This design comes from an exercise in tuning for small area, a short achievable clock period and few clock cycles per item on the open sky130 flow, not from production work. Where RTL was checked, it was by simulation tests only, not by an equivalence proof against the original. No functional check of the RTL was part of run 2. Power figures rest on the tool's default switching activity, not on a simulated workload.

==> flow/design.v, too long to show whole: its modules and the start of the top module <==
// module fp_mul_pipe: 2407 lines
// module fp_fa: 4 lines
// module fp_ha: 4 lines
module fp_mul_pipe
#(
  parameter int EXP_W = 8,
  parameter int MAN_W = 23,
  localparam int W = 1 + EXP_W + MAN_W
) (
  input  logic         clk,
  input  logic         reset,
  input  logic         in_valid,
  output logic         in_ready,
  input  logic         rnd_mode,
  input  logic [W-1:0] a,
  input  logic [W-1:0] b,
  output logic         out_valid,
  input  logic         out_ready,
  output logic [W-1:0] c,
  output logic         ovf,
  output logic         unf,
  output logic         inv
);
  // ...
==> flow/flow/run.sh <==
#!/bin/bash
# Layout flow: the standard ORFS flow (standard.sh, unchanged synthesis),
# with port buffers of a plain buffer cell instead of the default choice, and
# timing repair allowed to change cell footprints.
set -euo pipefail
bash standard.sh \
  MATCH_CELL_FOOTPRINT=0 \
  BUFFER_PORTS_ARGS="-buffer_cell sky130_fd_sc_hd__buf_4" \
  finish > standard.log 2>&1
==> flow/standard.sh <==
#!/bin/bash
# synth_recipe.tcl (not shown) runs the flow's synth.tcl, then flattens the netlist and writes it again
# the make line also repeats each setting of config.mk as NAME=value (left out here)
make -C /OpenROAD-flow-scripts/flow DESIGN_CONFIG=/design/flow/config.mk WORK_HOME=/design/flow/orfs CLKGATE_MAP_FILE= SYNTH_SCRIPT=/design/flow/synth_recipe.tcl "${@:-finish}"
==> flow/config.mk <==
export PLATFORM = sky130hd
export DESIGN_NAME = fp_mul_pipe
export DESIGN_NICKNAME = fp_mul_pipe
export VERILOG_FILES = /design/flow/design.v
export SDC_FILE = /design/flow/constraint.sdc
export NUM_CORES = 4
export LEC_CHECK = 0
export ABC_AREA = 1
export CAP_MARGIN = 20
export CORE_MARGIN = 2
export CORE_UTILIZATION = 40
export SETUP_SLACK_MARGIN = 4.3
export SLEW_MARGIN = 20
export SYNTH_HIERARCHICAL = 1
export SYNTH_MINIMUM_KEEP_SIZE = 0
==> flow/constraint.sdc <==
create_clock -name core_clock -period 8.5 [get_ports {clk}]
set_input_delay 1.7000 -clock core_clock [delete_from_list [all_inputs] [get_ports {clk}]]
set_output_delay 1.7000 -clock core_clock [all_outputs]
set_load 0.01 [all_outputs]
==> impl_results.md, run 1 <==
* Status: finished clean
* Sequential cell count at between 200 and 250
* Initial DRT Pass Iterations at 5
* Fin util at roughly half
* Fmax achieved at ~240 MHz
* P_int at around 6000 uW
* Placement row count at between 80 and 90
* Unrepaired setup endpoints after global routing: yes
* CORE AREA at roughly 53000 um2
* Clock Power at approximately 1100 uW
* Setup ws final at ~4.3 ns
* Mux share of post-synthesis cell area at 0%
* Wire per inst at ~23 um
* Post-Place Cell Area at 22680 um2
* Sink Count at 207
* Vias at roughly 17000
* P_sw at around 5300 uW
* Clock Tree Buf Depth at 3
* Commonest non-fill, non-tap cell in the layout: xor2_1
* Final max-slew violation count at 0
* Worst stage delay on the critical path at about 0.44 ns
* Vias in the first global route at about 17000
* Clk Latency, worst-skew pair at ~0.56 ns
* DP Wirelength at between 40000 and 50000 um
* Largest cell class by area: multi-input combinational cells
* Boundary Pins at 106
Testbench counts, summed over its fixed seeds: cycles 16,024, items 16,000.
==> run 2: changes to the inputs <==
--- a/flow/design.v
+++ b/flow/design.v
@@ -49,2 +49,26 @@
   logic [9:0] e0;
+  logic bo0;
+  logic bt0;
+  logic bo1;
+  logic bt1;
+  logic bo2;
+  logic bt2;
+  logic bo3;
+  logic bt3;
+  logic bo4;
+  logic bt4;
+  logic bo5;
+  logic bt5;
+  logic bo6;
+  logic bt6;
+  logic bo7;
+  logic bt7;
+  logic bo8;
+  logic bt8;
+  logic bo9;
+  logic bt9;
+  logic bo10;
+  logic bt10;
+  logic bo11;
+  logic bt11;
   assign en       = !vld2 | out_ready;
@@ -63,4 +87,4 @@
   end
-  logic bo0;
-  logic bt0;
+  logic bo0_d;
+  logic bt0_d;
   logic bn0;
@@ -92,4 +116,4 @@
   logic ns26;
-  logic bo1;
-  logic bt1;
+  logic bo1_d;
+  logic bt1_d;
   logic bn1;
@@ -121,4 +145,4 @@
   logic ns52;
-  logic bo2;
-  logic bt2;
+  logic bo2_d;
+  logic bt2_d;
   logic bn2;
@@ -150,4 +174,4 @@
   logic ns78;
-  logic bo3;
-  logic bt3;
+  logic bo3_d;
+  logic bt3_d;
   logic bn3;
@@ -179,4 +203,4 @@
   logic ns104;
-  logic bo4;
-  logic bt4;
+  logic bo4_d;
+  logic bt4_d;
   logic bn4;
@@ -208,4 +232,4 @@
   logic ns130;
-  logic bo5;
-  logic bt5;
+  logic bo5_d;
+  logic bt5_d;
   logic bn5;
@@ -237,4 +261,4 @@
   logic ns156;
-  logic bo6;
-  logic bt6;
+  logic bo6_d;
+  logic bt6_d;
   logic bn6;
@@ -266,4 +290,4 @@
   logic ns182;
-  logic bo7;
-  logic bt7;
+  logic bo7_d;
+  logic bt7_d;
   logic bn7;
@@ -295,4 +319,4 @@
   logic ns208;
-  logic bo8;
-  logic bt8;
+  logic bo8_d;
+  logic bt8_d;
   logic bn8;
@@ -324,4 +348,4 @@
   logic ns234;
-  logic bo9;
-  logic bt9;
+  logic bo9_d;
+  logic bt9_d;
   logic bn9;
@@ -353,4 +377,4 @@
   logic ns260;
-  logic bo10;
-  logic bt10;
+  logic bo10_d;
+  logic bt10_d;
   logic bn10;
@@ -382,4 +406,4 @@
   logic ns286;
-  logic bo11;
-  logic bt11;
+  logic bo11_d;
+  logic bt11_d;
   logic bn11;
@@ -1003,45 +1027,120 @@
   logic fc904;
-  logic r1_0_0;
-  logic r1_0_1;
-  logic r1_1_0;
-  logic r1_2_0;
-  logic r1_2_1;
-  logic r1_3_0;
-  logic r1_3_1;
-  logic r1_4_0;
-  logic r1_4_1;
-  logic r1_5_0;
-  logic r1_5_1;
-  logic r1_6_0;
-  logic r1_6_1;
-  logic r1_7_0;
-  logic r1_7_1;
-  logic r1_8_0;
-  logic r1_8_1;
-  logic r1_9_0;
-  logic r1_9_1;
-  logic r1_10_0;
-  logic r1_10_1;
-  logic r1_11_0;
-  logic r1_11_1;
-  logic r1_12_0;
-  logic r1_12_1;
-  logic r1_13_0;
-  logic r1_13_1;
-  logic r1_14_0;
-  logic r1_14_1;
-  logic r1_15_0;
-  logic r1_15_1;
-  logic r1_16_0;
-  logic r1_16_1;
-  logic r1_17_0;
-  logic r1_17_1;
-  logic r1_18_0;
-  logic r1_18_1;
-  logic r1_19_0;
-  logic r1_19_1;
-  logic r1_20_0;
-  logic r1_20_1;
-  logic r1_21_0;
-  logic r1_21_1;
+  logic cg905;
+  logic cp906;
+  logic cg907;
+  logic cp908;
+  logic cg909;
+  logic cp910;
+  logic cg911;
+  logic cp912;
+  logic cg913;
+  logic cp914;
+  logic cg915;
+  logic cp916;
+  logic cg917;
+  logic cp918;
+  logic cg919;
+  logic cp920;
+  logic cg921;
+  logic cp922;
+  logic cg923;
+  logic cp924;
+  logic cg925;
+  logic cp926;
+  logic cg927;
+  logic cp928;
+  logic cg929;
+  logic cp930;
+  logic cg931;
+  logic cp932;
+  logic cg933;
+  logic cp934;
+  logic cg935;
+  logic cp936;
+  logic cg937;
+  logic cp938;
+  logic cg939;
+  logic cp940;
+  logic cg941;
+  logic cp942;
+  logic cg943;
+  logic cp944;
+  logic cg945;
+  logic cp946;
+  logic pg947;
+  logic pq948;
+  logic pg949;
+  logic pq950;
+  logic pg951;
+  logic pq952;
+  logic pg953;
+  logic pq954;
+  logic pg955;
+  logic pq956;
+  logic pg957;
+  logic pq958;
+  logic pg959;
+  logic pq960;
+  logic pg961;
+  logic pq962;
+  logic pg963;
+  logic pq964;
+  logic pg965;
+  logic pq966;
+  logic pg967;
+  logic pq968;
+  logic pg969;
+  logic pq970;
+  logic pg971;
+  logic pq972;
+  logic pg973;
+  logic pq974;
+  logic pg975;
+  logic pq976;
+  logic pg977;
+  logic pq978;
+  logic pg979;
+  logic pq980;
+  logic pg981;
+  logic pq982;
+  logic pg983;
+  logic pq984;
+  logic pg985;
+  logic pq986;
+  logic pg987;
+  logic pq988;
+  logic pg989;
+  logic pq990;
+  logic pg991;
+  logic pq992;
+  logic pg993;
+  logic pq994;
+  logic pg995;
+  logic pq996;
+  logic pg997;
+  logic pq998;
+  logic pg999;
+  logic pq1000;
+  logic pg1001;
+  logic pq1002;
+  logic pg1003;
+  logic pq1004;
+  logic pg1005;
+  logic pq1006;
+  logic pg1007;
+  logic pq1008;
+  logic pg1009;
+  logic pq1010;
+  logic pg1011;
+  logic pq1012;
+  logic pg1013;
+  logic pq1014;
+  logic pg1015;
+  logic pq1016;
+  logic pg1017;
+  logic pq1018;
+  logic lo_c1019;
+  logic lo_st1020;
+  logic r1_lc;
+  logic r1_ls;
   logic r1_22_0;
@@ -1099,4 +1198,26 @@
   logic r1_48_0;
-  assign bo0 = bm[0] ^ 1'b0;
-  assign bt0 = (bm[1] & ~bm[0] & ~1'b0) | (~bm[1] & bm[0] & 1'b0);
+  assign bo0_d = b[0] ^ 1'b0;
+  assign bt0_d = (b[1] & ~b[0] & ~1'b0) | (~b[1] & b[0] & 1'b0);
+  assign bo1_d = b[2] ^ b[1];
+  assign bt1_d = (b[3] & ~b[2] & ~b[1]) | (~b[3] & b[2] & b[1]);
+  assign bo2_d = b[4] ^ b[3];
+  assign bt2_d = (b[5] & ~b[4] & ~b[3]) | (~b[5] & b[4] & b[3]);
+  assign bo3_d = b[6] ^ b[5];
+  assign bt3_d = (b[7] & ~b[6] & ~b[5]) | (~b[7] & b[6] & b[5]);
+  assign bo4_d = b[8] ^ b[7];
+  assign bt4_d = (b[9] & ~b[8] & ~b[7]) | (~b[9] & b[8] & b[7]);
+  assign bo5_d = b[10] ^ b[9];
+  assign bt5_d = (b[11] & ~b[10] & ~b[9]) | (~b[11] & b[10] & b[9]);
+  assign bo6_d = b[12] ^ b[11];
+  assign bt6_d = (b[13] & ~b[12] & ~b[11]) | (~b[13] & b[12] & b[11]);
+  assign bo7_d = b[14] ^ b[13];
+  assign bt7_d = (b[15] & ~b[14] & ~b[13]) | (~b[15] & b[14] & b[13]);
+  assign bo8_d = b[16] ^ b[15];
+  assign bt8_d = (b[17] & ~b[16] & ~b[15]) | (~b[17] & b[16] & b[15]);
+  assign bo9_d = b[18] ^ b[17];
+  assign bt9_d = (b[19] & ~b[18] & ~b[17]) | (~b[19] & b[18] & b[17]);
+  assign bo10_d = b[20] ^ b[19];
+  assign bt10_d = (b[21] & ~b[20] & ~b[19]) | (~b[21] & b[20] & b[19]);
+  assign bo11_d = b[22] ^ b[21];
+  assign bt11_d = (1'b1 & ~b[22] & ~b[21]) | (~1'b1 & b[22] & b[21]);
   assign bn0 = bm[1];
@@ -1128,4 +1249,2 @@
   assign ns26 = ~bn0;
-  assign bo1 = bm[2] ^ bm[1];
-  assign bt1 = (bm[3] & ~bm[2] & ~bm[1]) | (~bm[3] & bm[2] & bm[1]);
   assign bn1 = bm[3];
@@ -1157,4 +1276,2 @@
   assign ns52 = ~bn1;
-  assign bo2 = bm[4] ^ bm[3];
-  assign bt2 = (bm[5] & ~bm[4] & ~bm[3]) | (~bm[5] & bm[4] & bm[3]);
   assign bn2 = bm[5];
@@ -1186,4 +1303,2 @@
   assign ns78 = ~bn2;
-  assign bo3 = bm[6] ^ bm[5];
-  assign bt3 = (bm[7] & ~bm[6] & ~bm[5]) | (~bm[7] & bm[6] & bm[5]);
   assign bn3 = bm[7];
@@ -1215,4 +1330,2 @@
   assign ns104 = ~bn3;
-  assign bo4 = bm[8] ^ bm[7];
-  assign bt4 = (bm[9] & ~bm[8] & ~bm[7]) | (~bm[9] & bm[8] & bm[7]);
   assign bn4 = bm[9];
@@ -1244,4 +1357,2 @@
   assign ns130 = ~bn4;
-  assign bo5 = bm[10] ^ bm[9];
-  assign bt5 = (bm[11] & ~bm[10] & ~bm[9]) | (~bm[11] & bm[10] & bm[9]);
   assign bn5 = bm[11];
@@ -1273,4 +1384,2 @@
   assign ns156 = ~bn5;
-  assign bo6 = bm[12] ^ bm[11];
-  assign bt6 = (bm[13] & ~bm[12] & ~bm[11]) | (~bm[13] & bm[12] & bm[11]);
   assign bn6 = bm[13];
@@ -1302,4 +1411,2 @@
   assign ns182 = ~bn6;
-  assign bo7 = bm[14] ^ bm[13];
-  assign bt7 = (bm[15] & ~bm[14] & ~bm[13]) | (~bm[15] & bm[14] & bm[13]);
   assign bn7 = bm[15];
@@ -1331,4 +1438,2 @@
   assign ns208 = ~bn7;
-  assign bo8 = bm[16] ^ bm[15];
-  assign bt8 = (bm[17] & ~bm[16] & ~bm[15]) | (~bm[17] & bm[16] & bm[15]);
   assign bn8 = bm[17];
@@ -1360,4 +1465,2 @@
   assign ns234 = ~bn8;
-  assign bo9 = bm[18] ^ bm[17];
-  assign bt9 = (bm[19] & ~bm[18] & ~bm[17]) | (~bm[19] & bm[18] & bm[17]);
   assign bn9 = bm[19];
@@ -1389,4 +1492,2 @@
   assign ns260 = ~bn9;
-  assign bo10 = bm[20] ^ bm[19];
-  assign bt10 = (bm[21] & ~bm[20] & ~bm[19]) | (~bm[21] & bm[20] & bm[19]);
   assign bn10 = bm[21];
@@ -1418,4 +1519,2 @@
   assign ns286 = ~bn10;
-  assign bo11 = bm[22] ^ bm[21];
-  assign bt11 = (1'b1 & ~bm[22] & ~bm[21]) | (~1'b1 & bm[22] & bm[21]);
   assign bn11 = 1'b1;
@@ -1743,2 +1842,97 @@
   fp_fa u_fs903 (.a(1'b1), .b(hc812), .c(ns312), .s(fs903), .co(fc904));
+  fp_ha u_cp906 (.a(bn0), .b(pp1), .s(cp906), .co(cg905));
+  fp_ha u_cp908 (.a(hs813), .b(pp27), .s(cp908), .co(cg907));
+  fp_ha u_cp910 (.a(hc814), .b(hs815), .s(cp910), .co(cg909));
+  fp_ha u_cp912 (.a(hc816), .b(fs817), .s(cp912), .co(cg911));
+  fp_ha u_cp914 (.a(fc818), .b(fs819), .s(cp914), .co(cg913));
+  fp_ha u_cp916 (.a(fc820), .b(fs821), .s(cp916), .co(cg915));
+  fp_ha u_cp918 (.a(fc822), .b(fs823), .s(cp918), .co(cg917));
+  fp_ha u_cp920 (.a(fc824), .b(fs825), .s(cp920), .co(cg919));
+  fp_ha u_cp922 (.a(fc826), .b(fs827), .s(cp922), .co(cg921));
+  fp_ha u_cp924 (.a(fc828), .b(fs829), .s(cp924), .co(cg923));
+  fp_ha u_cp926 (.a(fc830), .b(fs831), .s(cp926), .co(cg925));
+  fp_ha u_cp928 (.a(fc832), .b(fs833), .s(cp928), .co(cg927));
+  fp_ha u_cp930 (.a(fc834), .b(fs835), .s(cp930), .co(cg929));
+  fp_ha u_cp932 (.a(fc836), .b(fs837), .s(cp932), .co(cg931));
+  fp_ha u_cp934 (.a(fc838), .b(fs839), .s(cp934), .co(cg933));
+  fp_ha u_cp936 (.a(fc840), .b(fs841), .s(cp936), .co(cg935));
+  fp_ha u_cp938 (.a(fc842), .b(fs843), .s(cp938), .co(cg937));
+  fp_ha u_cp940 (.a(fc844), .b(fs845), .s(cp940), .co(cg939));
+  fp_ha u_cp942 (.a(fc846), .b(fs847), .s(cp942), .co(cg941));
+  fp_ha u_cp944 (.a(fc848), .b(fs849), .s(cp944), .co(cg943));
+  fp_ha u_cp946 (.a(fc850), .b(fs851), .s(cp946), .co(cg945));
+  assign pg947 = 1'b0 | (pp2 & cg905);
+  assign pq948 = pp2 & cp906;
+  assign pg949 = cg909 | (cp910 & cg907);
+  assign pq950 = cp910 & cp908;
+  assign pg951 = cg913 | (cp914 & cg911);
+  assign pq952 = cp914 & cp912;
+  assign pg953 = cg917 | (cp918 & cg915);
+  assign pq954 = cp918 & cp916;
+  assign pg955 = cg921 | (cp922 & cg919);
+  assign pq956 = cp922 & cp920;
+  assign pg957 = cg925 | (cp926 & cg923);
+  assign pq958 = cp926 & cp924;
+  assign pg959 = cg929 | (cp930 & cg927);
+  assign pq960 = cp930 & cp928;
+  assign pg961 = cg933 | (cp934 & cg931);
+  assign pq962 = cp934 & cp932;
+  assign pg963 = cg937 | (cp938 & cg935);
+  assign pq964 = cp938 & cp936;
+  assign pg965 = cg941 | (cp942 & cg939);
+  assign pq966 = cp942 & cp940;
+  assign pg967 = cg945 | (cp946 & cg943);
+  assign pq968 = cp946 & cp944;
+  assign pg969 = pg949 | (pq950 & pg947);
+  assign pq970 = pq950 & pq948;
+  assign pg971 = pg953 | (pq954 & pg951);
+  assign pq972 = pq954 & pq952;
+  assign pg973 = pg957 | (pq958 & pg955);
+  assign pq974 = pq958 & pq956;
+  assign pg975 = pg961 | (pq962 & pg959);
+  assign pq976 = pq962 & pq960;
+  assign pg977 = pg965 | (pq966 & pg963);
+  assign pq978 = pq966 & pq964;
+  assign pg979 = pg971 | (pq972 & pg969);
+  assign pq980 = pq972 & pq970;
+  assign pg981 = pg975 | (pq976 & pg973);
+  assign pq982 = pq976 & pq974;
+  assign pg983 = pg981 | (pq982 & pg979);
+  assign pq984 = pq982 & pq980;
+  assign pg985 = pg973 | (pq974 & pg979);
+  assign pq986 = pq974 & pq980;
+  assign pg987 = pg977 | (pq978 & pg983);
+  assign pq988 = pq978 & pq984;
+  assign pg989 = pg951 | (pq952 & pg969);
+  assign pq990 = pq952 & pq970;
+  assign pg991 = pg955 | (pq956 & pg979);
+  assign pq992 = pq956 & pq980;
+  assign pg993 = pg959 | (pq960 & pg985);
+  assign pq994 = pq960 & pq986;
+  assign pg995 = pg963 | (pq964 & pg983);
+  assign pq996 = pq964 & pq984;
+  assign pg997 = pg967 | (pq968 & pg987);
+  assign pq998 = pq968 & pq988;
+  assign pg999 = cg907 | (cp908 & pg947);
+  assign pq1000 = cp908 & pq948;
+  assign pg1001 = cg911 | (cp912 & pg969);
+  assign pq1002 = cp912 & pq970;
+  assign pg1003 = cg915 | (cp916 & pg989);
+  assign pq1004 = cp916 & pq990;
+  assign pg1005 = cg919 | (cp920 & pg979);
+  assign pq1006 = cp920 & pq980;
+  assign pg1007 = cg923 | (cp924 & pg991);
+  assign pq1008 = cp924 & pq992;
+  assign pg1009 = cg927 | (cp928 & pg985);
+  assign pq1010 = cp928 & pq986;
+  assign pg1011 = cg931 | (cp932 & pg993);
+  assign pq1012 = cp932 & pq994;
+  assign pg1013 = cg935 | (cp936 & pg983);
+  assign pq1014 = cp936 & pq984;
+  assign pg1015 = cg939 | (cp940 & pg995);
+  assign pq1016 = cp940 & pq996;
+  assign pg1017 = cg943 | (cp944 & pg987);
+  assign pq1018 = cp944 & pq988;
+  assign lo_c1019 = pg997;
+  assign lo_st1020 = (cp906 ^ 1'b0) | (pp2 ^ (bn0 | pp1)) | (cp908 ^ pp2) | (cp910 ^ (hs813 | pp27)) | (cp912 ^ (hc814 | hs815)) | (cp914 ^ (hc816 | fs817)) | (cp916 ^ (fc818 | fs819)) | (cp918 ^ (fc820 | fs821)) | (cp920 ^ (fc822 | fs823)) | (cp922 ^ (fc824 | fs825)) | (cp924 ^ (fc826 | fs827)) | (cp926 ^ (fc828 | fs829)) | (cp928 ^ (fc830 | fs831)) | (cp930 ^ (fc832 | fs833)) | (cp932 ^ (fc834 | fs835)) | (cp934 ^ (fc836 | fs837)) | (cp936 ^ (fc838 | fs839)) | (cp938 ^ (fc840 | fs841)) | (cp940 ^ (fc842 | fs843)) | (cp942 ^ (fc844 | fs845)) | (cp944 ^ (fc846 | fs847)) | (cp946 ^ (fc848 | fs849));
   logic [9:0] eb_s;
@@ -1755,2 +1949,26 @@
     e0 <= eb_s;
+    bo0 <= bo0_d;
+    bt0 <= bt0_d;
+    bo1 <= bo1_d;
+    bt1 <= bt1_d;
+    bo2 <= bo2_d;
+    bt2 <= bt2_d;
+    bo3 <= bo3_d;
+    bt3 <= bt3_d;
+    bo4 <= bo4_d;
+    bt4 <= bt4_d;
+    bo5 <= bo5_d;
+    bt5 <= bt5_d;
+    bo6 <= bo6_d;
+    bt6 <= bt6_d;
+    bo7 <= bo7_d;
+    bt7 <= bt7_d;
+    bo8 <= bo8_d;
+    bt8 <= bt8_d;
+    bo9 <= bo9_d;
+    bt9 <= bt9_d;
+    bo10 <= bo10_d;
+    bt10 <= bt10_d;
+    bo11 <= bo11_d;
+    bt11 <= bt11_d;
   end
@@ -1765,45 +1983,4 @@
       e1    <= e0;
-      r1_0_0 <= bn0;
-      r1_0_1 <= pp1;
-      r1_1_0 <= pp2;
-      r1_2_0 <= hs813;
-      r1_2_1 <= pp27;
-      r1_3_0 <= hc814;
-      r1_3_1 <= hs815;
-      r1_4_0 <= hc816;
-      r1_4_1 <= fs817;
-      r1_5_0 <= fc818;
-      r1_5_1 <= fs819;
-      r1_6_0 <= fc820;
-      r1_6_1 <= fs821;
-      r1_7_0 <= fc822;
-      r1_7_1 <= fs823;
-      r1_8_0 <= fc824;
-      r1_8_1 <= fs825;
-      r1_9_0 <= fc826;
-      r1_9_1 <= fs827;
-      r1_10_0 <= fc828;
-      r1_10_1 <= fs829;
-      r1_11_0 <= fc830;
-      r1_11_1 <= fs831;
-      r1_12_0 <= fc832;
-      r1_12_1 <= fs833;
-      r1_13_0 <= fc834;
-      r1_13_1 <= fs835;
-      r1_14_0 <= fc836;
-      r1_14_1 <= fs837;
-      r1_15_0 <= fc838;
-      r1_15_1 <= fs839;
-      r1_16_0 <= fc840;
-      r1_16_1 <= fs841;
-      r1_17_0 <= fc842;
-      r1_17_1 <= fs843;
-      r1_18_0 <= fc844;
-      r1_18_1 <= fs845;
-      r1_19_0 <= fc846;
-      r1_19_1 <= fs847;
-      r1_20_0 <= fc848;
-      r1_20_1 <= fs849;
-      r1_21_0 <= fc850;
-      r1_21_1 <= fs851;
+      r1_lc <= lo_c1019;
+      r1_ls <= lo_st1020;
       r1_22_0 <= fc852;
@@ -1864,172 +2041,56 @@
   logic [47:0] px, py, prod;
-  assign px = {r1_47_0, r1_46_0, r1_45_0, r1_44_0, r1_43_0, r1_42_0, r1_41_0, r1_40_0, r1_39_0, r1_38_0, r1_37_0, r1_36_0, r1_35_0, r1_34_0, r1_33_0, r1_32_0, r1_31_0, r1_30_0, r1_29_0, r1_28_0, r1_27_0, r1_26_0, r1_25_0, r1_24_0, r1_23_0, r1_22_0, r1_21_0, r1_20_0, r1_19_0, r1_18_0, r1_17_0, r1_16_0, r1_15_0, r1_14_0, r1_13_0, r1_12_0, r1_11_0, r1_10_0, r1_9_0, r1_8_0, r1_7_0, r1_6_0, r1_5_0, r1_4_0, r1_3_0, r1_2_0, r1_1_0, r1_0_0};
-  assign py = {r1_47_1, r1_46_1, r1_45_1, r1_44_1, r1_43_1, r1_42_1, r1_41_1, r1_40_1, r1_39_1, r1_38_1, r1_37_1, r1_36_1, r1_35_1, r1_34_1, r1_33_1, r1_32_1, r1_31_1, r1_30_1, r1_29_1, r1_28_1, r1_27_1, r1_26_1, r1_25_1, r1_24_1, r1_23_1, r1_22_1, r1_21_1, r1_20_1, r1_19_1, r1_18_1, r1_17_1, r1_16_1, r1_15_1, r1_14_1, r1_13_1, r1_12_1, r1_11_1, r1_10_1, r1_9_1, r1_8_1, r1_7_1, r1_6_1, r1_5_1, r1_4_1, r1_3_1, r1_2_1, 1'b0, r1_0_1};
-  logic cg905;
-  logic cp906;
-  logic cg907;
-  logic cp908;
-  logic cg909;
-  logic cp910;
-  logic cg911;
-  logic cp912;
-  logic cg913;
-  logic cp914;
-  logic cg915;
-  logic cp916;
-  logic cg917;
-  logic cp918;
-  logic cg919;
-  logic cp920;
-  logic cg921;
-  logic cp922;
-  logic cg923;
-  logic cp924;
-  logic cg925;
-  logic cp926;
-  logic cg927;
-  logic cp928;
-  logic cg929;
-  logic cp930;
-  logic cg931;
-  logic cp932;
-  logic cg933;
-  logic cp934;
-  logic cg935;
-  logic cp936;
-  logic cg937;
-  logic cp938;
-  logic cg939;
-  logic cp940;
-  logic cg941;
-  logic cp942;
-  logic cg943;
-  logic cp944;
-  logic cg945;
-  logic cp946;
-  logic cg947;
-  logic cp948;
-  logic cg949;
-  logic cp950;
-  logic cg951;
-  logic cp952;
-  logic cg953;
-  logic cp954;
-  logic cg955;
-  logic cp956;
-  logic cg957;
-  logic cp958;
-  logic cg959;
-  logic cp960;
-  logic cg961;
-  logic cp962;
-  logic cg963;
-  logic cp964;
-  logic cg965;
-  logic cp966;
-  logic cg967;
-  logic cp968;
-  logic cg969;
-  logic cp970;
-  logic cg971;
-  logic cp972;
-  logic cg973;
-  logic cp974;
-  logic cg975;
-  logic cp976;
-  logic cg977;
-  logic cp978;
-  logic cg979;
-  logic cp980;
-  logic cg981;
-  logic cp982;
-  logic cg983;
-  logic cp984;
-  logic cg985;
-  logic cp986;
-  logic cg987;
-  logic cp988;
-  logic cg989;
-  logic cp990;
-  logic cg991;
-  logic cp992;
-  logic cg993;
-  logic cp994;
-  logic cg995;
-  logic cp996;
-  logic cg997;
-  logic cp998;
-  logic pg999;
-  logic pq1000;
-  logic pg1001;
-  logic pq1002;
-  logic pg1003;
-  logic pq1004;
-  logic pg1005;
-  logic pq1006;
-  logic pg1007;
-  logic pq1008;
-  logic pg1009;
-  logic pq1010;
-  logic pg1011;
-  logic pq1012;
-  logic pg1013;
-  logic pq1014;
-  logic pg1015;
-  logic pq1016;
-  logic pg1017;
-  logic pq1018;
-  logic pg1019;
-  logic pq1020;
-  logic pg1021;
-  logic pq1022;
-  logic pg1023;
-  logic pq1024;
-  logic pg1025;
-  logic pq1026;
-  logic pg1027;
-  logic pq1028;
-  logic pg1029;
-  logic pq1030;
-  logic pg1031;
-  logic pq1032;
-  logic pg1033;
-  logic pq1034;
-  logic pg1035;
-  logic pq1036;
-  logic pg1037;
-  logic pq1038;
-  logic pg1039;
-  logic pq1040;
-  logic pg1041;
-  logic pq1042;
-  logic pg1043;
-  logic pq1044;
-  logic pg1045;
-  logic pq1046;
-  logic pg1047;
-  logic pq1048;
-  logic pg1049;
-  logic pq1050;
-  logic pg1051;
-  logic pq1052;
-  logic pg1053;
-  logic pq1054;
-  logic pg1055;
-  logic pq1056;
-  logic pg1057;
-  logic pq1058;
-  logic pg1059;
-  logic pq1060;
-  logic pg1061;
-  logic pq1062;
-  logic pg1063;
-  logic pq1064;
-  logic pg1065;
-  logic pq1066;
-  logic pg1067;
-  logic pq1068;
-  logic pg1069;
-  logic pq1070;
-  logic pg1071;
-  logic pq1072;
+  assign px = {r1_47_0, r1_46_0, r1_45_0, r1_44_0, r1_43_0, r1_42_0, r1_41_0, r1_40_0, r1_39_0, r1_38_0, r1_37_0, r1_36_0, r1_35_0, r1_34_0, r1_33_0, r1_32_0, r1_31_0, r1_30_0, r1_29_0, r1_28_0, r1_27_0, r1_26_0, r1_25_0, r1_24_0, r1_23_0, r1_22_0, 1'b0, 1'b0, 1'b0, 1'b0, 1'b0, 1'b0, 1'b0, 1'b0, 1'b0, 1'b0, 1'b0, 1'b0, 1'b0, 1'b0, 1'b0, 1'b0, 1'b0, 1'b0, 1'b0, 1'b0, 1'b0, 1'b0};
+  assign py = {r1_47_1, r1_46_1, r1_45_1, r1_44_1, r1_43_1, r1_42_1, r1_41_1, r1_40_1, r1_39_1, r1_38_1, r1_37_1, r1_36_1, r1_35_1, r1_34_1, r1_33_1, r1_32_1, r1_31_1, r1_30_1, r1_29_1, r1_28_1, r1_27_1, r1_26_1, r1_25_1, r1_24_1, r1_23_1, r1_22_1, 1'b0, 1'b0, 1'b0, 1'b0, 1'b0, 1'b0, 1'b0, 1'b0, 1'b0, 1'b0, 1'b0, 1'b0, 1'b0, 1'b0, 1'b0, 1'b0, 1'b0, 1'b0, 1'b0, 1'b0, 1'b0, 1'b0};
+  logic cg1021;
+  logic cp1022;
+  logic cg1023;
+  logic cp1024;
+  logic cg1025;
+  logic cp1026;
+  logic cg1027;
+  logic cp1028;
+  logic cg1029;
+  logic cp1030;
+  logic cg1031;
+  logic cp1032;
+  logic cg1033;
+  logic cp1034;
+  logic cg1035;
+  logic cp1036;
+  logic cg1037;
+  logic cp1038;
+  logic cg1039;
+  logic cp1040;
+  logic cg1041;
+  logic cp1042;
+  logic cg1043;
+  logic cp1044;
+  logic cg1045;
+  logic cp1046;
+  logic cg1047;
+  logic cp1048;
+  logic cg1049;
+  logic cp1050;
+  logic cg1051;
+  logic cp1052;
+  logic cg1053;
+  logic cp1054;
+  logic cg1055;
+  logic cp1056;
+  logic cg1057;
+  logic cp1058;
+  logic cg1059;
+  logic cp1060;
+  logic cg1061;
+  logic cp1062;
+  logic cg1063;
+  logic cp1064;
+  logic cg1065;
+  logic cp1066;
+  logic cg1067;
+  logic cp1068;
+  logic cg1069;
+  logic cp1070;
+  logic cg1071;
+  logic cp1072;
   logic pg1073;
@@ -2124,266 +2185,199 @@
   logic pq1162;
-  logic pg1163;
-  logic pq1164;
-  logic pg1165;
-  logic pq1166;
-  logic pg1167;
-  logic pq1168;
-  logic pg1169;
-  logic pq1170;
-  logic pg1171;
-  logic pq1172;
-  logic pg1173;
-  logic pq1174;
+  logic hs_1163;
+  logic hs_1164;
+  logic hs_1165;
+  logic hs_1166;
+  logic hs_1167;
+  logic hs_1168;
+  logic hs_1169;
+  logic hs_1170;
+  logic hs_1171;
+  logic hs_1172;
+  logic hs_1173;
+  logic hs_1174;
+  logic hs_1175;
+  logic hs_1176;
+  logic hs_1177;
+  logic hs_1178;
+  logic hs_1179;
+  logic hs_1180;
+  logic hs_1181;
+  logic hs_1182;
+  logic hs_1183;
+  logic hs_1184;
+  logic hs_1185;
+  logic hs_1186;
+  logic hs_1187;
+  logic hs_1188;
+  fp_ha u_cp1022 (.a(r1_22_0), .b(r1_22_1), .s(cp1022), .co(cg1021));
+  fp_ha u_cp1024 (.a(r1_23_0), .b(r1_23_1), .s(cp1024), .co(cg1023));
+  fp_ha u_cp1026 (.a(r1_24_0), .b(r1_24_1), .s(cp1026), .co(cg1025));
+  fp_ha u_cp1028 (.a(r1_25_0), .b(r1_25_1), .s(cp1028), .co(cg1027));
+  fp_ha u_cp1030 (.a(r1_26_0), .b(r1_26_1), .s(cp1030), .co(cg1029));
+  fp_ha u_cp1032 (.a(r1_27_0), .b(r1_27_1), .s(cp1032), .co(cg1031));
+  fp_ha u_cp1034 (.a(r1_28_0), .b(r1_28_1), .s(cp1034), .co(cg1033));
+  fp_ha u_cp1036 (.a(r1_29_0), .b(r1_29_1), .s(cp1036), .co(cg1035));
+  fp_ha u_cp1038 (.a(r1_30_0), .b(r1_30_1), .s(cp1038), .co(cg1037));
+  fp_ha u_cp1040 (.a(r1_31_0), .b(r1_31_1), .s(cp1040), .co(cg1039));
+  fp_ha u_cp1042 (.a(r1_32_0), .b(r1_32_1), .s(cp1042), .co(cg1041));
+  fp_ha u_cp1044 (.a(r1_33_0), .b(r1_33_1), .s(cp1044), .co(cg1043));
+  fp_ha u_cp1046 (.a(r1_34_0), .b(r1_34_1), .s(cp1046), .co(cg1045));
+  fp_ha u_cp1048 (.a(r1_35_0), .b(r1_35_1), .s(cp1048), .co(cg1047));
+  fp_ha u_cp1050 (.a(r1_36_0), .b(r1_36_1), .s(cp1050), .co(cg1049));
+  fp_ha u_cp1052 (.a(r1_37_0), .b(r1_37_1), .s(cp1052), .co(cg1051));
+  fp_ha u_cp1054 (.a(r1_38_0), .b(r1_38_1), .s(cp1054), .co(cg1053));
+  fp_ha u_cp1056 (.a(r1_39_0), .b(r1_39_1), .s(cp1056), .co(cg1055));
+  fp_ha u_cp1058 (.a(r1_40_0), .b(r1_40_1), .s(cp1058), .co(cg1057));
+  fp_ha u_cp1060 (.a(r1_41_0), .b(r1_41_1), .s(cp1060), .co(cg1059));
+  fp_ha u_cp1062 (.a(r1_42_0), .b(r1_42_1), .s(cp1062), .co(cg1061));
+  fp_ha u_cp1064 (.a(r1_43_0), .b(r1_43_1), .s(cp1064), .co(cg1063));
+  fp_ha u_cp1066 (.a(r1_44_0), .b(r1_44_1), .s(cp1066), .co(cg1065));
+  fp_ha u_cp1068 (.a(r1_45_0), .b(r1_45_1), .s(cp1068), .co(cg1067));
+  fp_ha u_cp1070 (.a(r1_46_0), .b(r1_46_1), .s(cp1070), .co(cg1069));
+  fp_ha u_cp1072 (.a(r1_47_0), .b(r1_47_1), .s(cp1072), .co(cg1071));
+  assign pg1073 = cg1021 | (cp1022 & r1_lc);
+  assign pq1074 = cp1022 & 1'b0;
+  assign pg1075 = cg1025 | (cp1026 & cg1023);
+  assign pq1076 = cp1026 & cp1024;
+  assign pg1077 = cg1029 | (cp1030 & cg1027);
+  assign pq1078 = cp1030 & cp1028;
+  assign pg1079 = cg1033 | (cp1034 & cg1031);
+  assign pq1080 = cp1034 & cp1032;
+  assign pg1081 = cg1037 | (cp1038 & cg1035);
+  assign pq1082 = cp1038 & cp1036;
+  assign pg1083 = cg1041 | (cp1042 & cg1039);
+  assign pq1084 = cp1042 & cp1040;
+  assign pg1085 = cg1045 | (cp1046 & cg1043);
+  assign pq1086 = cp1046 & cp1044;
+  assign pg1087 = cg1049 | (cp1050 & cg1047);
+  assign pq1088 = cp1050 & cp1048;
+  assign pg1089 = cg1053 | (cp1054 & cg1051);
+  assign pq1090 = cp1054 & cp1052;
+  assign pg1091 = cg1057 | (cp1058 & cg1055);
+  assign pq1092 = cp1058 & cp1056;
+  assign pg1093 = cg1061 | (cp1062 & cg1059);
+  assign pq1094 = cp1062 & cp1060;
+  assign pg1095 = cg1065 | (cp1066 & cg1063);
+  assign pq1096 = cp1066 & cp1064;
+  assign pg1097 = cg1069 | (cp1070 & cg1067);
+  assign pq1098 = cp1070 & cp1068;
+  assign pg1099 = pg1075 | (pq1076 & pg1073);
+  assign pq1100 = pq1076 & pq1074;
+  assign pg1101 = pg1079 | (pq1080 & pg1077);
+  assign pq1102 = pq1080 & pq1078;
+  assign pg1103 = pg1083 | (pq1084 & pg1081);
+  assign pq1104 = pq1084 & pq1082;
+  assign pg1105 = pg1087 | (pq1088 & pg1085);
+  assign pq1106 = pq1088 & pq1086;
+  assign pg1107 = pg1091 | (pq1092 & pg1089);
+  assign pq1108 = pq1092 & pq1090;
+  assign pg1109 = pg1095 | (pq1096 & pg1093);
+  assign pq1110 = pq1096 & pq1094;
+  assign pg1111 = pg1101 | (pq1102 & pg1099);
+  assign pq1112 = pq1102 & pq1100;
+  assign pg1113 = pg1105 | (pq1106 & pg1103);
+  assign pq1114 = pq1106 & pq1104;
+  assign pg1115 = pg1109 | (pq1110 & pg1107);
+  assign pq1116 = pq1110 & pq1108;
+  assign pg1117 = pg1113 | (pq1114 & pg1111);
+  assign pq1118 = pq1114 & pq1112;
+  assign pg1119 = pg1115 | (pq1116 & pg1117);
+  assign pq1120 = pq1116 & pq1118;
+  assign pg1121 = pg1103 | (pq1104 & pg1111);
+  assign pq1122 = pq1104 & pq1112;
+  assign pg1123 = pg1107 | (pq1108 & pg1117);
+  assign pq1124 = pq1108 & pq1118;
+  assign pg1125 = pg1077 | (pq1078 & pg1099);
+  assign pq1126 = pq1078 & pq1100;
+  assign pg1127 = pg1081 | (pq1082 & pg1111);
+  assign pq1128 = pq1082 & pq1112;
+  assign pg1129 = pg1085 | (pq1086 & pg1121);
+  assign pq1130 = pq1086 & pq1122;
+  assign pg1131 = pg1089 | (pq1090 & pg1117);
+  assign pq1132 = pq1090 & pq1118;
+  assign pg1133 = pg1093 | (pq1094 & pg1123);
+  assign pq1134 = pq1094 & pq1124;
+  assign pg1135 = pg1097 | (pq1098 & pg1119);
+  assign pq1136 = pq1098 & pq1120;
+  assign pg1137 = cg1023 | (cp1024 & pg1073);
+  assign pq1138 = cp1024 & pq1074;
+  assign pg1139 = cg1027 | (cp1028 & pg1099);
+  assign pq1140 = cp1028 & pq1100;
+  assign pg1141 = cg1031 | (cp1032 & pg1125);
+  assign pq1142 = cp1032 & pq1126;
+  assign pg1143 = cg1035 | (cp1036 & pg1111);
+  assign pq1144 = cp1036 & pq1112;
+  assign pg1145 = cg1039 | (cp1040 & pg1127);
+  assign pq1146 = cp1040 & pq1128;
+  assign pg1147 = cg1043 | (cp1044 & pg1121);
+  assign pq1148 = cp1044 & pq1122;
+  assign pg1149 = cg1047 | (cp1048 & pg1129);
+  assign pq1150 = cp1048 & pq1130;
+  assign pg1151 = cg1051 | (cp1052 & pg1117);
+  assign pq1152 = cp1052 & pq1118;
+  assign pg1153 = cg1055 | (cp1056 & pg1131);
+  assign pq1154 = cp1056 & pq1132;
+  assign pg1155 = cg1059 | (cp1060 & pg1123);
+  assign pq1156 = cp1060 & pq1124;
+  assign pg1157 = cg1063 | (cp1064 & pg1133);
+  assign pq1158 = cp1064 & pq1134;
+  assign pg1159 = cg1067 | (cp1068 & pg1119);
+  assign pq1160 = cp1068 & pq1120;
+  assign pg1161 = cg1071 | (cp1072 & pg1135);
+  assign pq1162 = cp1072 & pq1136;
+  assign hs_1163 = cp1022 ^ r1_lc;
+  assign hs_1164 = cp1024 ^ pg1073;
+  assign hs_1165 = cp1026 ^ pg1137;
+  assign hs_1166 = cp1028 ^ pg1099;
+  assign hs_1167 = cp1030 ^ pg1139;
+  assign hs_1168 = cp1032 ^ pg1125;
+  assign hs_1169 = cp1034 ^ pg1141;
+  assign hs_1170 = cp1036 ^ pg1111;
+  assign hs_1171 = cp1038 ^ pg1143;
+  assign hs_1172 = cp1040 ^ pg1127;
+  assign hs_1173 = cp1042 ^ pg1145;
+  assign hs_1174 = cp1044 ^ pg1121;
+  assign hs_1175 = cp1046 ^ pg1147;
+  assign hs_1176 = cp1048 ^ pg1129;
+  assign hs_1177 = cp1050 ^ pg1149;
+  assign hs_1178 = cp1052 ^ pg1117;
+  assign hs_1179 = cp1054 ^ pg1151;
+  assign hs_1180 = cp1056 ^ pg1131;
+  assign hs_1181 = cp1058 ^ pg1153;
+  assign hs_1182 = cp1060 ^ pg1123;
+  assign hs_1183 = cp1062 ^ pg1155;
+  assign hs_1184 = cp1064 ^ pg1133;
+  assign hs_1185 = cp1066 ^ pg1157;
+  assign hs_1186 = cp1068 ^ pg1119;
+  assign hs_1187 = cp1070 ^ pg1159;
+  assign hs_1188 = cp1072 ^ pg1135;
   logic st_lo_zd;
-  fp_ha u_cp906 (.a(px[0]), .b(py[0]), .s(cp906), .co(cg905));
-  fp_ha u_cp908 (.a(px[2]), .b(py[2]), .s(cp908), .co(cg907));
-  fp_ha u_cp910 (.a(px[3]), .b(py[3]), .s(cp910), .co(cg909));
-  fp_ha u_cp912 (.a(px[4]), .b(py[4]), .s(cp912), .co(cg911));
-  fp_ha u_cp914 (.a(px[5]), .b(py[5]), .s(cp914), .co(cg913));
-  fp_ha u_cp916 (.a(px[6]), .b(py[6]), .s(cp916), .co(cg915));
-  fp_ha u_cp918 (.a(px[7]), .b(py[7]), .s(cp918), .co(cg917));
-  fp_ha u_cp920 (.a(px[8]), .b(py[8]), .s(cp920), .co(cg919));
-  fp_ha u_cp922 (.a(px[9]), .b(py[9]), .s(cp922), .co(cg921));
-  fp_ha u_cp924 (.a(px[10]), .b(py[10]), .s(cp924), .co(cg923));
-  fp_ha u_cp926 (.a(px[11]), .b(py[11]), .s(cp926), .co(cg925));
-  fp_ha u_cp928 (.a(px[12]), .b(py[12]), .s(cp928), .co(cg927));
-  fp_ha u_cp930 (.a(px[13]), .b(py[13]), .s(cp930), .co(cg929));
-  fp_ha u_cp932 (.a(px[14]), .b(py[14]), .s(cp932), .co(cg931));
-  fp_ha u_cp934 (.a(px[15]), .b(py[15]), .s(cp934), .co(cg933));
-  fp_ha u_cp936 (.a(px[16]), .b(py[16]), .s(cp936), .co(cg935));
-  fp_ha u_cp938 (.a(px[17]), .b(py[17]), .s(cp938), .co(cg937));
-  fp_ha u_cp940 (.a(px[18]), .b(py[18]), .s(cp940), .co(cg939));
-  fp_ha u_cp942 (.a(px[19]), .b(py[19]), .s(cp942), .co(cg941));
-  fp_ha u_cp944 (.a(px[20]), .b(py[20]), .s(cp944), .co(cg943));
-  fp_ha u_cp946 (.a(px[21]), .b(py[21]), .s(cp946), .co(cg945));
-  fp_ha u_cp948 (.a(px[22]), .b(py[22]), .s(cp948), .co(cg947));
-  fp_ha u_cp950 (.a(px[23]), .b(py[23]), .s(cp950), .co(cg949));
-  fp_ha u_cp952 (.a(px[24]), .b(py[24]), .s(cp952), .co(cg951));
-  fp_ha u_cp954 (.a(px[25]), .b(py[25]), .s(cp954), .co(cg953));
-  fp_ha u_cp956 (.a(px[26]), .b(py[26]), .s(cp956), .co(cg955));
-  fp_ha u_cp958 (.a(px[27]), .b(py[27]), .s(cp958), .co(cg957));
-  fp_ha u_cp960 (.a(px[28]), .b(py[28]), .s(cp960), .co(cg959));
-  fp_ha u_cp962 (.a(px[29]), .b(py[29]), .s(cp962), .co(cg961));
-  fp_ha u_cp964 (.a(px[30]), .b(py[30]), .s(cp964), .co(cg963));
-  fp_ha u_cp966 (.a(px[31]), .b(py[31]), .s(cp966), .co(cg965));
-  fp_ha u_cp968 (.a(px[32]), .b(py[32]), .s(cp968), .co(cg967));
-  fp_ha u_cp970 (.a(px[33]), .b(py[33]), .s(cp970), .co(cg969));
-  fp_ha u_cp972 (.a(px[34]), .b(py[34]), .s(cp972), .co(cg971));
-  fp_ha u_cp974 (.a(px[35]), .b(py[35]), .s(cp974), .co(cg973));
-  fp_ha u_cp976 (.a(px[36]), .b(py[36]), .s(cp976), .co(cg975));
-  fp_ha u_cp978 (.a(px[37]), .b(py[37]), .s(cp978), .co(cg977));
-  fp_ha u_cp980 (.a(px[38]), .b(py[38]), .s(cp980), .co(cg979));
-  fp_ha u_cp982 (.a(px[39]), .b(py[39]), .s(cp982), .co(cg981));
-  fp_ha u_cp984 (.a(px[40]), .b(py[40]), .s(cp984), .co(cg983));
-  fp_ha u_cp986 (.a(px[41]), .b(py[41]), .s(cp986), .co(cg985));
-  fp_ha u_cp988 (.a(px[42]), .b(py[42]), .s(cp988), .co(cg987));
-  fp_ha u_cp990 (.a(px[43]), .b(py[43]), .s(cp990), .co(cg989));
-  fp_ha u_cp992 (.a(px[44]), .b(py[44]), .s(cp992), .co(cg991));
-  fp_ha u_cp994 (.a(px[45]), .b(py[45]), .s(cp994), .co(cg993));
-  fp_ha u_cp996 (.a(px[46]), .b(py[46]), .s(cp996), .co(cg995));
-  fp_ha u_cp998 (.a(px[47]), .b(py[47]), .s(cp998), .co(cg997));
-  assign pg999 = 1'b0 | (px[1] & cg905);
-  assign pq1000 = px[1] & cp906;
-  assign pg1001 = cg909 | (cp910 & cg907);
-  assign pq1002 = cp910 & cp908;
-  assign pg1003 = cg913 | (cp914 & cg911);
-  assign pq1004 = cp914 & cp912;
-  assign pg1005 = cg917 | (cp918 & cg915);
-  assign pq1006 = cp918 & cp916;
-  assign pg1007 = cg921 | (cp922 & cg919);
-  assign pq1008 = cp922 & cp920;
-  assign pg1009 = cg925 | (cp926 & cg923);
-  assign pq1010 = cp926 & cp924;
-  assign pg1011 = cg929 | (cp930 & cg927);
-  assign pq1012 = cp930 & cp928;
-  assign pg1013 = cg933 | (cp934 & cg931);
-  assign pq1014 = cp934 & cp932;
-  assign pg1015 = cg937 | (cp938 & cg935);
-  assign pq1016 = cp938 & cp936;
-  assign pg1017 = cg941 | (cp942 & cg939);
-  assign pq1018 = cp942 & cp940;
-  assign pg1019 = cg945 | (cp946 & cg943);
-  assign pq1020 = cp946 & cp944;
-  assign pg1021 = cg949 | (cp950 & cg947);
-  assign pq1022 = cp950 & cp948;
-  assign pg1023 = cg953 | (cp954 & cg951);
-  assign pq1024 = cp954 & cp952;
-  assign pg1025 = cg957 | (cp958 & cg955);
-  assign pq1026 = cp958 & cp956;
-  assign pg1027 = cg961 | (cp962 & cg959);
-  assign pq1028 = cp962 & cp960;
-  assign pg1029 = cg965 | (cp966 & cg963);
-  assign pq1030 = cp966 & cp964;
-  assign pg1031 = cg969 | (cp970 & cg967);
-  assign pq1032 = cp970 & cp968;
-  assign pg1033 = cg973 | (cp974 & cg971);
-  assign pq1034 = cp974 & cp972;
-  assign pg1035 = cg977 | (cp978 & cg975);
-  assign pq1036 = cp978 & cp976;
-  assign pg1037 = cg981 | (cp982 & cg979);
-  assign pq1038 = cp982 & cp980;
-  assign pg1039 = cg985 | (cp986 & cg983);
-  assign pq1040 = cp986 & cp984;
-  assign pg1041 = cg989 | (cp990 & cg987);
-  assign pq1042 = cp990 & cp988;
-  assign pg1043 = cg993 | (cp994 & cg991);
-  assign pq1044 = cp994 & cp992;
-  assign pg1045 = cg997 | (cp998 & cg995);
-  assign pq1046 = cp998 & cp996;
-  assign pg1047 = pg1001 | (pq1002 & pg999);
-  assign pq1048 = pq1002 & pq1000;
-  assign pg1049 = pg1005 | (pq1006 & pg1003);
-  assign pq1050 = pq1006 & pq1004;
-  assign pg1051 = pg1009 | (pq1010 & pg1007);
-  assign pq1052 = pq1010 & pq1008;
-  assign pg1053 = pg1013 | (pq1014 & pg1011);
-  assign pq1054 = pq1014 & pq1012;
-  assign pg1055 = pg1017 | (pq1018 & pg1015);
-  assign pq1056 = pq1018 & pq1016;
-  assign pg1057 = pg1021 | (pq1022 & pg1019);
-  assign pq1058 = pq1022 & pq1020;
-  assign pg1059 = pg1025 | (pq1026 & pg1023);
-  assign pq1060 = pq1026 & pq1024;
-  assign pg1061 = pg1029 | (pq1030 & pg1027);
-  assign pq1062 = pq1030 & pq1028;
-  assign pg1063 = pg1033 | (pq1034 & pg1031);
-  assign pq1064 = pq1034 & pq1032;
-  assign pg1065 = pg1037 | (pq1038 & pg1035);
-  assign pq1066 = pq1038 & pq1036;
-  assign pg1067 = pg1041 | (pq1042 & pg1039);
-  assign pq1068 = pq1042 & pq1040;
-  assign pg1069 = pg1045 | (pq1046 & pg1043);
-  assign pq1070 = pq1046 & pq1044;
-  assign pg1071 = pg1049 | (pq1050 & pg1047);
-  assign pq1072 = pq1050 & pq1048;
-  assign pg1073 = pg1053 | (pq1054 & pg1051);
-  assign pq1074 = pq1054 & pq1052;
-  assign pg1075 = pg1057 | (pq1058 & pg1055);
-  assign pq1076 = pq1058 & pq1056;
-  assign pg1077 = pg1061 | (pq1062 & pg1059);
-  assign pq1078 = pq1062 & pq1060;
-  assign pg1079 = pg1065 | (pq1066 & pg1063);
-  assign pq1080 = pq1066 & pq1064;
-  assign pg1081 = pg1069 | (pq1070 & pg1067);
-  assign pq1082 = pq1070 & pq1068;
-  assign pg1083 = pg1073 | (pq1074 & pg1071);
-  assign pq1084 = pq1074 & pq1072;
-  assign pg1085 = pg1077 | (pq1078 & pg1075);
-  assign pq1086 = pq1078 & pq1076;
-  assign pg1087 = pg1081 | (pq1082 & pg1079);
-  assign pq1088 = pq1082 & pq1080;
-  assign pg1089 = pg1085 | (pq1086 & pg1083);
-  assign pq1090 = pq1086 & pq1084;
-  assign pg1091 = pg1087 | (pq1088 & pg1089);
-  assign pq1092 = pq1088 & pq1090;
-  assign pg1093 = pg1075 | (pq1076 & pg1083);
-  assign pq1094 = pq1076 & pq1084;
-  assign pg1095 = pg1079 | (pq1080 & pg1089);
-  assign pq1096 = pq1080 & pq1090;
-  assign pg1097 = pg1051 | (pq1052 & pg1071);
-  assign pq1098 = pq1052 & pq1072;
-  assign pg1099 = pg1055 | (pq1056 & pg1083);
-  assign pq1100 = pq1056 & pq1084;
-  assign pg1101 = pg1059 | (pq1060 & pg1093);
-  assign pq1102 = pq1060 & pq1094;
-  assign pg1103 = pg1063 | (pq1064 & pg1089);
-  assign pq1104 = pq1064 & pq1090;
-  assign pg1105 = pg1067 | (pq1068 & pg1095);
-  assign pq1106 = pq1068 & pq1096;
-  assign pg1107 = pg1003 | (pq1004 & pg1047);
-  assign pq1108 = pq1004 & pq1048;
-  assign pg1109 = pg1007 | (pq1008 & pg1071);
-  assign pq1110 = pq1008 & pq1072;
-  assign pg1111 = pg1011 | (pq1012 & pg1097);
-  assign pq1112 = pq1012 & pq1098;
-  assign pg1113 = pg1015 | (pq1016 & pg1083);
-  assign pq1114 = pq1016 & pq1084;
-  assign pg1115 = pg1019 | (pq1020 & pg1099);
-  assign pq1116 = pq1020 & pq1100;
-  assign pg1117 = pg1023 | (pq1024 & pg1093);
-  assign pq1118 = pq1024 & pq1094;
-  assign pg1119 = pg1027 | (pq1028 & pg1101);
-  assign pq1120 = pq1028 & pq1102;
-  assign pg1121 = pg1031 | (pq1032 & pg1089);
-  assign pq1122 = pq1032 & pq1090;
-  assign pg1123 = pg1035 | (pq1036 & pg1103);
-  assign pq1124 = pq1036 & pq1104;
-  assign pg1125 = pg1039 | (pq1040 & pg1095);
-  assign pq1126 = pq1040 & pq1096;
-  assign pg1127 = pg1043 | (pq1044 & pg1105);
-  assign pq1128 = pq1044 & pq1106;
-  assign pg1129 = cg907 | (cp908 & pg999);
-  assign pq1130 = cp908 & pq1000;
-  assign pg1131 = cg911 | (cp912 & pg1047);
-  assign pq1132 = cp912 & pq1048;
-  assign pg1133 = cg915 | (cp916 & pg1107);
-  assign pq1134 = cp916 & pq1108;
-  assign pg1135 = cg919 | (cp920 & pg1071);
-  assign pq1136 = cp920 & pq1072;
-  assign pg1137 = cg923 | (cp924 & pg1109);
-  assign pq1138 = cp924 & pq1110;
-  assign pg1139 = cg927 | (cp928 & pg1097);
-  assign pq1140 = cp928 & pq1098;
-  assign pg1141 = cg931 | (cp932 & pg1111);
-  assign pq1142 = cp932 & pq1112;
-  assign pg1143 = cg935 | (cp936 & pg1083);
-  assign pq1144 = cp936 & pq1084;
-  assign pg1145 = cg939 | (cp940 & pg1113);
-  assign pq1146 = cp940 & pq1114;
-  assign pg1147 = cg943 | (cp944 & pg1099);
-  assign pq1148 = cp944 & pq1100;
-  assign pg1149 = cg947 | (cp948 & pg1115);
-  assign pq1150 = cp948 & pq1116;
-  assign pg1151 = cg951 | (cp952 & pg1093);
-  assign pq1152 = cp952 & pq1094;
-  assign pg1153 = cg955 | (cp956 & pg1117);
-  assign pq1154 = cp956 & pq1118;
-  assign pg1155 = cg959 | (cp960 & pg1101);
-  assign pq1156 = cp960 & pq1102;
-  assign pg1157 = cg963 | (cp964 & pg1119);
-  assign pq1158 = cp964 & pq1120;
-  assign pg1159 = cg967 | (cp968 & pg1089);
-  assign pq1160 = cp968 & pq1090;
-  assign pg1161 = cg971 | (cp972 & pg1121);
-  assign pq1162 = cp972 & pq1122;
-  assign pg1163 = cg975 | (cp976 & pg1103);
-  assign pq1164 = cp976 & pq1104;
-  assign pg1165 = cg979 | (cp980 & pg1123);
-  assign pq1166 = cp980 & pq1124;
-  assign pg1167 = cg983 | (cp984 & pg1095);
-  assign pq1168 = cp984 & pq1096;
-  assign pg1169 = cg987 | (cp988 & pg1125);
-  assign pq1170 = cp988 & pq1126;
-  assign pg1171 = cg991 | (cp992 & pg1105);
-  assign pq1172 = cp992 & pq1106;
-  assign pg1173 = cg995 | (cp996 & pg1127);
-  assign pq1174 = cp996 & pq1128;
-  assign prod[22] = cp948 ^ pg1115;
-  assign prod[23] = cp950 ^ pg1149;
-  assign prod[24] = cp952 ^ pg1093;
-  assign prod[25] = cp954 ^ pg1151;
-  assign prod[26] = cp956 ^ pg1117;
-  assign prod[27] = cp958 ^ pg1153;
-  assign prod[28] = cp960 ^ pg1101;
-  assign prod[29] = cp962 ^ pg1155;
-  assign prod[30] = cp964 ^ pg1119;
-  assign prod[31] = cp966 ^ pg1157;
-  assign prod[32] = cp968 ^ pg1089;
-  assign prod[33] = cp970 ^ pg1159;
-  assign prod[34] = cp972 ^ pg1121;
-  assign prod[35] = cp974 ^ pg1161;
-  assign prod[36] = cp976 ^ pg1103;
-  assign prod[37] = cp978 ^ pg1163;
-  assign prod[38] = cp980 ^ pg1123;
-  assign prod[39] = cp982 ^ pg1165;
-  assign prod[40] = cp984 ^ pg1095;
-  assign prod[41] = cp986 ^ pg1167;
-  assign prod[42] = cp988 ^ pg1125;
-  assign prod[43] = cp990 ^ pg1169;
-  assign prod[44] = cp992 ^ pg1105;
-  assign prod[45] = cp994 ^ pg1171;
-  assign prod[46] = cp996 ^ pg1127;
-  assign prod[47] = cp998 ^ pg1173;
+  assign st_lo_zd = r1_ls;
   assign prod[21:0] = '0;
-  assign st_lo_zd = (cp906 ^ 1'b0) | (px[1] ^ (px[0] | py[0])) | (cp908 ^ px[1]) | (cp910 ^ (px[2] | py[2])) | (cp912 ^ (px[3] | py[3])) | (cp914 ^ (px[4] | py[4])) | (cp916 ^ (px[5] | py[5])) | (cp918 ^ (px[6] | py[6])) | (cp920 ^ (px[7] | py[7])) | (cp922 ^ (px[8] | py[8])) | (cp924 ^ (px[9] | py[9])) | (cp926 ^ (px[10] | py[10])) | (cp928 ^ (px[11] | py[11])) | (cp930 ^ (px[12] | py[12])) | (cp932 ^ (px[13] | py[13])) | (cp934 ^ (px[14] | py[14])) | (cp936 ^ (px[15] | py[15])) | (cp938 ^ (px[16] | py[16])) | (cp940 ^ (px[17] | py[17])) | (cp942 ^ (px[18] | py[18])) | (cp944 ^ (px[19] | py[19])) | (cp946 ^ (px[20] | py[20]));
+  assign prod[22] = hs_1163;
+  assign prod[23] = hs_1164;
+  assign prod[24] = hs_1165;
+  assign prod[25] = hs_1166;
+  assign prod[26] = hs_1167;
+  assign prod[27] = hs_1168;
+  assign prod[28] = hs_1169;
+  assign prod[29] = hs_1170;
+  assign prod[30] = hs_1171;
+  assign prod[31] = hs_1172;
+  assign prod[32] = hs_1173;
+  assign prod[33] = hs_1174;
+  assign prod[34] = hs_1175;
+  assign prod[35] = hs_1176;
+  assign prod[36] = hs_1177;
+  assign prod[37] = hs_1178;
+  assign prod[38] = hs_1179;
+  assign prod[39] = hs_1180;
+  assign prod[40] = hs_1181;
+  assign prod[41] = hs_1182;
+  assign prod[42] = hs_1183;
+  assign prod[43] = hs_1184;
+  assign prod[44] = hs_1185;
+  assign prod[45] = hs_1186;
+  assign prod[46] = hs_1187;
+  assign prod[47] = hs_1188;
   logic ovf_0, ovf_1, unf_0, unf_1;
==> flow/flow/run.sh (replaced) <==
#!/bin/bash
# Layout flow: the standard ORFS flow (standard.sh, unchanged synthesis),
# with port buffers of a plain small buffer cell instead of the default
# choice, and timing repair allowed to change cell footprints.
set -euo pipefail
bash standard.sh \
  MATCH_CELL_FOOTPRINT=0 \
  BUFFER_PORTS_ARGS="-buffer_cell sky130_fd_sc_hd__buf_2" \
  finish > standard.log 2>&1
--- a/flow/config.mk
+++ b/flow/config.mk
@@ -11,3 +11,4 @@
 export CORE_UTILIZATION = 40
-export SETUP_SLACK_MARGIN = 4.3
+export CTS_BUF_LIST = sky130_fd_sc_hd__clkbuf_4 sky130_fd_sc_hd__clkbuf_8
+export SETUP_SLACK_MARGIN = 4.0
 export SLEW_MARGIN = 20
==> run 2 against run 1 <==
Against the previous run: sequential share of layout area shrank 1.1 points; synthesized cell count down 1.0%; count of clock-buffer cells in the layout fell by 13; cell area fell by 9.8%; via count decreased by 3.5%; global-route usage is 1.7 points higher; sequential cell count fell by 29; synthesized area decreased by 3.1%; routed wire length fell by 7.9%; largest power group unchanged.
==> impl_results.md, run 2 <==
* Synthesized flop and latch total at 178 (was 207)
* Distinct cell type count after synthesis at 49 (was 44)
* Worst slew pin tran at 1.052 ns (was 1.039 ns)
* Synth cell count leaders: 293 x xor2_1, 268 x o22ai_1, 265 x fa_1 (was 291 x xor2_1, 284 x nand2_1, 268 x o22ai_1)
* Power per cell area at 468.5 nW/um2 (was 429.3 nW/um2)
* Commonest non-fill, non-tap cell in the layout: xor2_1 (unchanged)
* # H-tree levels at 4 (was 1)
* CTS root buffer: clkbuf_8 (was clkbuf_16)
* DP Wirelength at 42850 um (was 41540 um)
* Dominant cells by area after synthesis: fa_1 26%, edfxtp_1 25%, xor2_1 12%, o22ai_1 8.1%, ha_1 6.9% (was edfxtp_1 29%, fa_1 25%, xor2_1 12%, o22ai_1 7.9%, ha_1 6.6%)
* CTS buffer count at 17 (was 26)
* Initial DRT Pass Iterations at 6 (was 5)
* Largest net degree at the start of global routing at 113 (was 83)
* Met1 usage at 31.35% (was 29.24%)
* Clock-pin slew on the worst setup and hold paths at 0.12 ns (was 0.06 ns)
* Sink Count at 178 (was 207)
* Reg2reg path depth at 15 (was 31)
* Worst r2r src: am[16]$_DFFE_PP_ (was r1_15_0$_DFFE_PP_)
* Sequential area share after synthesis at 25.78% (was 29.08%)
* Initial antenna violation count at 2 (was 0)
* Max-cap viol count at 0 (unchanged)
* GR peak layer: met2 (unchanged)
* Hold Path Class: register to register (unchanged)
* Post-synth EDFFs at 175 (was 204)
* Boundary Pins at 106 (unchanged)
* Pwr Total at 11120 uW (was 11300 uW)
* Worst Clk Skew at 0.02735 ns (was 0.01754 ns)
* Vias at 16400 (was 16990)
* Vias in the first global route at 16900 (was 17230)
* Maximum VDD drop at 0.8367 mV (was 0.2302 mV)
* Port Buffers at 105 (unchanged)
* CTS tree: done (unchanged)
* Nets at 2644 (was 2689)
* Startpoint types: register (unchanged)
* Syn Area/Cell at 10.07 um2 (was 10.28 um2)
* Drt via density at 5.672 (was 5.757)
* Final-report hold violation count at 0 (unchanged)
* Unrepaired setup endpoints after global routing: yes (unchanged)
* Overall Global Routing Usage at 24.32% (was 22.66%)
* Setup ws final at 3.910 ns (was 4.271 ns)
* Max reg flops at 32 (unchanged)
* Wire per inst at 22.02 um (was 23.42 um)
* Die Area at 53370 um2 (was 55040 um2)
* # setup viols final at 0 (unchanged)
* Clock Tree Buf Depth at 2 (was 3)
* Wire length of the first global-routing pass at 98520 um (was 98130 um)
* Worst rel slew slack at 29.78% (was 30.72%)
* Clk Latency, worst-skew pair at 0.57 ns (was 0.56 ns)
* Largest register by flop count: c_q (unchanged)
* Final Cycle Share at 54.00% (was 49.75%)
* Critical path endpoint category: register (unchanged)
* DRC errors left at 0 (unchanged)
* Synth top area share at 25.73% (was 28.80%)
* Worst EP arrival at 4.92 ns (was 4.64 ns)
* Die height at 231.0 um (was 234.6 um)
* Synth async-reset ratio at 0% (unchanged)
* Status: finished clean (unchanged)
* Post-Syn Instances at 2048 (was 2069)
* Final wirelength at 63660 um (was 69110 um)
* Hold path start: e0[6]$_DFFE_PP_ (was zero0$_DFFE_PP_)
* Hold EP: e1[6]$_DFFE_PP_ (was zero1$_DFFE_PP_)
* Fraction of layout cells with a size suffix above 1 at 18.96% (was 24.48%)
* Antenna-violating nets left at 0 (unchanged)
* Ys flop type: edfxtp_1 (unchanged)
* Syn Std Cell Area at 20620 um2 (was 21270 um2)
* Post-layout min period at 4.590 ns (was 4.229 ns)
* Most frequent cells in the layout: 287 x xor2_1, 259 x o22ai_1, 258 x fa_1 (was 287 x xor2_1, 246 x fa_1, 232 x o22ai_1)
* Worst Hold Depth at 0 (unchanged)
* Yosys warns at 7 (unchanged)
* Setup CP Type: register to register (unchanged)
* Leak at 0.01011 uW (was 0.01093 uW)
* CORE AREA at 51090 um2 (was 52550 um2)
* Final max-slew violation count at 0 (unchanged)
* Met2 usage at 38.45% (was 38.08%)
* Max FO, Critical Path at 4 (was 14)
* Setup TNS Final at 0 ns (unchanged)
* Regs by FF count: c_q (32), am (23), bm (12) (was c_q (32), am (23), bm (23))
* Hold_buf cts at 0 (unchanged)
* Initial Util at 40.35% (was 40.48%)
* Pre-CTS WS at 3.327 ns (was 3.006 ns)
* M3 GR Usage at 5.315% (was 4.488%)
* Post-synth top area cell: fa_1 (was edfxtp_1)
* Worst r2r dst: r1_ls$_DFFE_PP_ (was c_q[22]$_SDFFCE_PP1P_)
* Top-count cell post-synth: xor2_1 (unchanged)
* WP data required at 8.83 ns (was 8.92 ns)
* FF-to-FF setup slack at 3.91 ns (was 4.27 ns)
* Synth-to-Final Area Change at 15.14% (was 23.76%)
* Die W at 231.0 um (was 234.6 um)
* Total global routing overflow at 0 (unchanged)
* DR iter-0 viols at 1583 (was 1804)
* Placement row count at 83 (was 84)
* Fmax achieved at 217.9 MHz (was 236.5 MHz)
* Final Wtd Congestion at 0.9094 (was 0.8710)
## run 2: final cells by class
| class | count | area, um2 |
|---|---|---|
| fillers | 4815 | 27360 |
| multi-input cells | 1552 | 14380 |
| flip-flops and latches | 178 | 5315 |
| repair buffers | 242 | 1886 |
| well taps | 680 | 850.8 |
| inverters | 190 | 785.8 |
| clock buffers | 17 | 234.0 |
| clock inverters | 15 | 182.7 |
| repair inverters | 16 | 97.59 |
| diodes | 1 | 2.502 |
## run 2: timing repair
action                                  4_1_cts  5_1_grt
pin swaps                                    11       15
gates cloned                                 23        5
setup buffers                                69       17
endpoints found under the setup margin       36       35
resized for setup                            72       46
## run 2: per-stage QoR
step | utilization, % | area [um2] | instances | hold slack, ns
after detailed placement | 42.65 | 21790 | 2744 | 0.4045
after floorplan | - | 20690 | 2059 | 0.4003
after CTS | 45.56 | 23280 | 2868 | 0.4349
final | 46.46 | 23740 | 2891 | 0.4274
after global routing | 46.46 | 23740 | 2891 | 0.4360
after global placement | 42.65 | 21790 | 2744 | 0.4063
## run 2: worst max-delay path: stages (launching register included)
cell and delay, ns:
edfxtp_1 0.41, clkinvlp_4 0.24, buf_6 0.20, o22ai_1 0.15, xor2_1 0.18, ha_1 0.27, fa_1 0.46, fa_1 0.40
fa_1 0.52, fa_2 0.50, ha_4 0.31, o22ai_1 0.08, a211oi_1 0.17, o2111ai_1 0.13, nor4_1 0.23, nand4_1 0.11
## run 2: report_power, final
part / switching (uW) / internal (uW) / leakage, uW
combinational: 5110 / 3730 / 0.00803
sequential: 97.7 / 1570 / 0.00187
clock: 372 / 249 / 0.000210
## run 2: cells by family (layout without fill, tap and decap cells)
family / after synthesis / after routing / synth area share (%)
AO/OA/AOI/OAI: 349 / 349 / 10.49
XOR/XNOR: 314 / 314 / 13.34
adder cells (fa/ha/maj): 378 / 378 / 32.59
buffers and inverters: 333 / 480 / 6.324
flip-flops: 178 / 178 / 25.78
multiplexers: 9 / 9 / 0.4916
other: 2 / 14 / 0.03643
AND/OR/NAND/NOR: 485 / 489 / 10.95
## run 2: worst max-delay path by stage
stage	startpoint	end	cells after the start
2_1_floorplan	out_ready	in_ready	2
3_3_place_gp	am[16]$_DFFE_PP_	r1_ls$_DFFE_PP_	14
3_5_place_dp	am[16]$_DFFE_PP_	r1_ls$_DFFE_PP_	13
4_1_cts	am[16]$_DFFE_PP_	r1_ls$_DFFE_PP_	15
5_1_grt	bt3$_DFFE_PP_	r1_ls$_DFFE_PP_	14
6_report	am[16]$_DFFE_PP_	r1_ls$_DFFE_PP_	15
## run 2: per-module statistics from Yosys (local to each module, per instance)
module	area (um2)	times used	cells inside
fp_mul_pipe	14340	1	1705
fp_ha	12.51	79	1
fp_fa	20.02	264	1
## run 2: routing by layer
metal | vias up | routed length (um)
met1 | 7949 | 25380
met4 | 0 | 3268
li1 | 7268 | -
met3 | 215 | 5838
met5 | - | 0
met2 | 967 | 29170

==> what the ideal ports hide <==
Ports are ideal in the flow. The routed layouts listed here were re-timed in OpenROAD.
Step 1 sets driving cells, clkbuf_16 on the clock port and buf_2 on the other inputs (assumed; they add their load-dependent delay and slew).
Step 2 also shifts input and output timing later by t, the mid clock arrival at the registers, as if the neighbouring blocks saw the same clock.
Three values: no drivers, after step 1, after step 2; two values: the first two.
run	shift t [ns]	setup slack, ns
run 1	0.612	4.271 / 4.271 / 4.271
run 2	0.609	3.910 / 3.910 / 3.910
After both steps setup and hold are still met in every run listed.
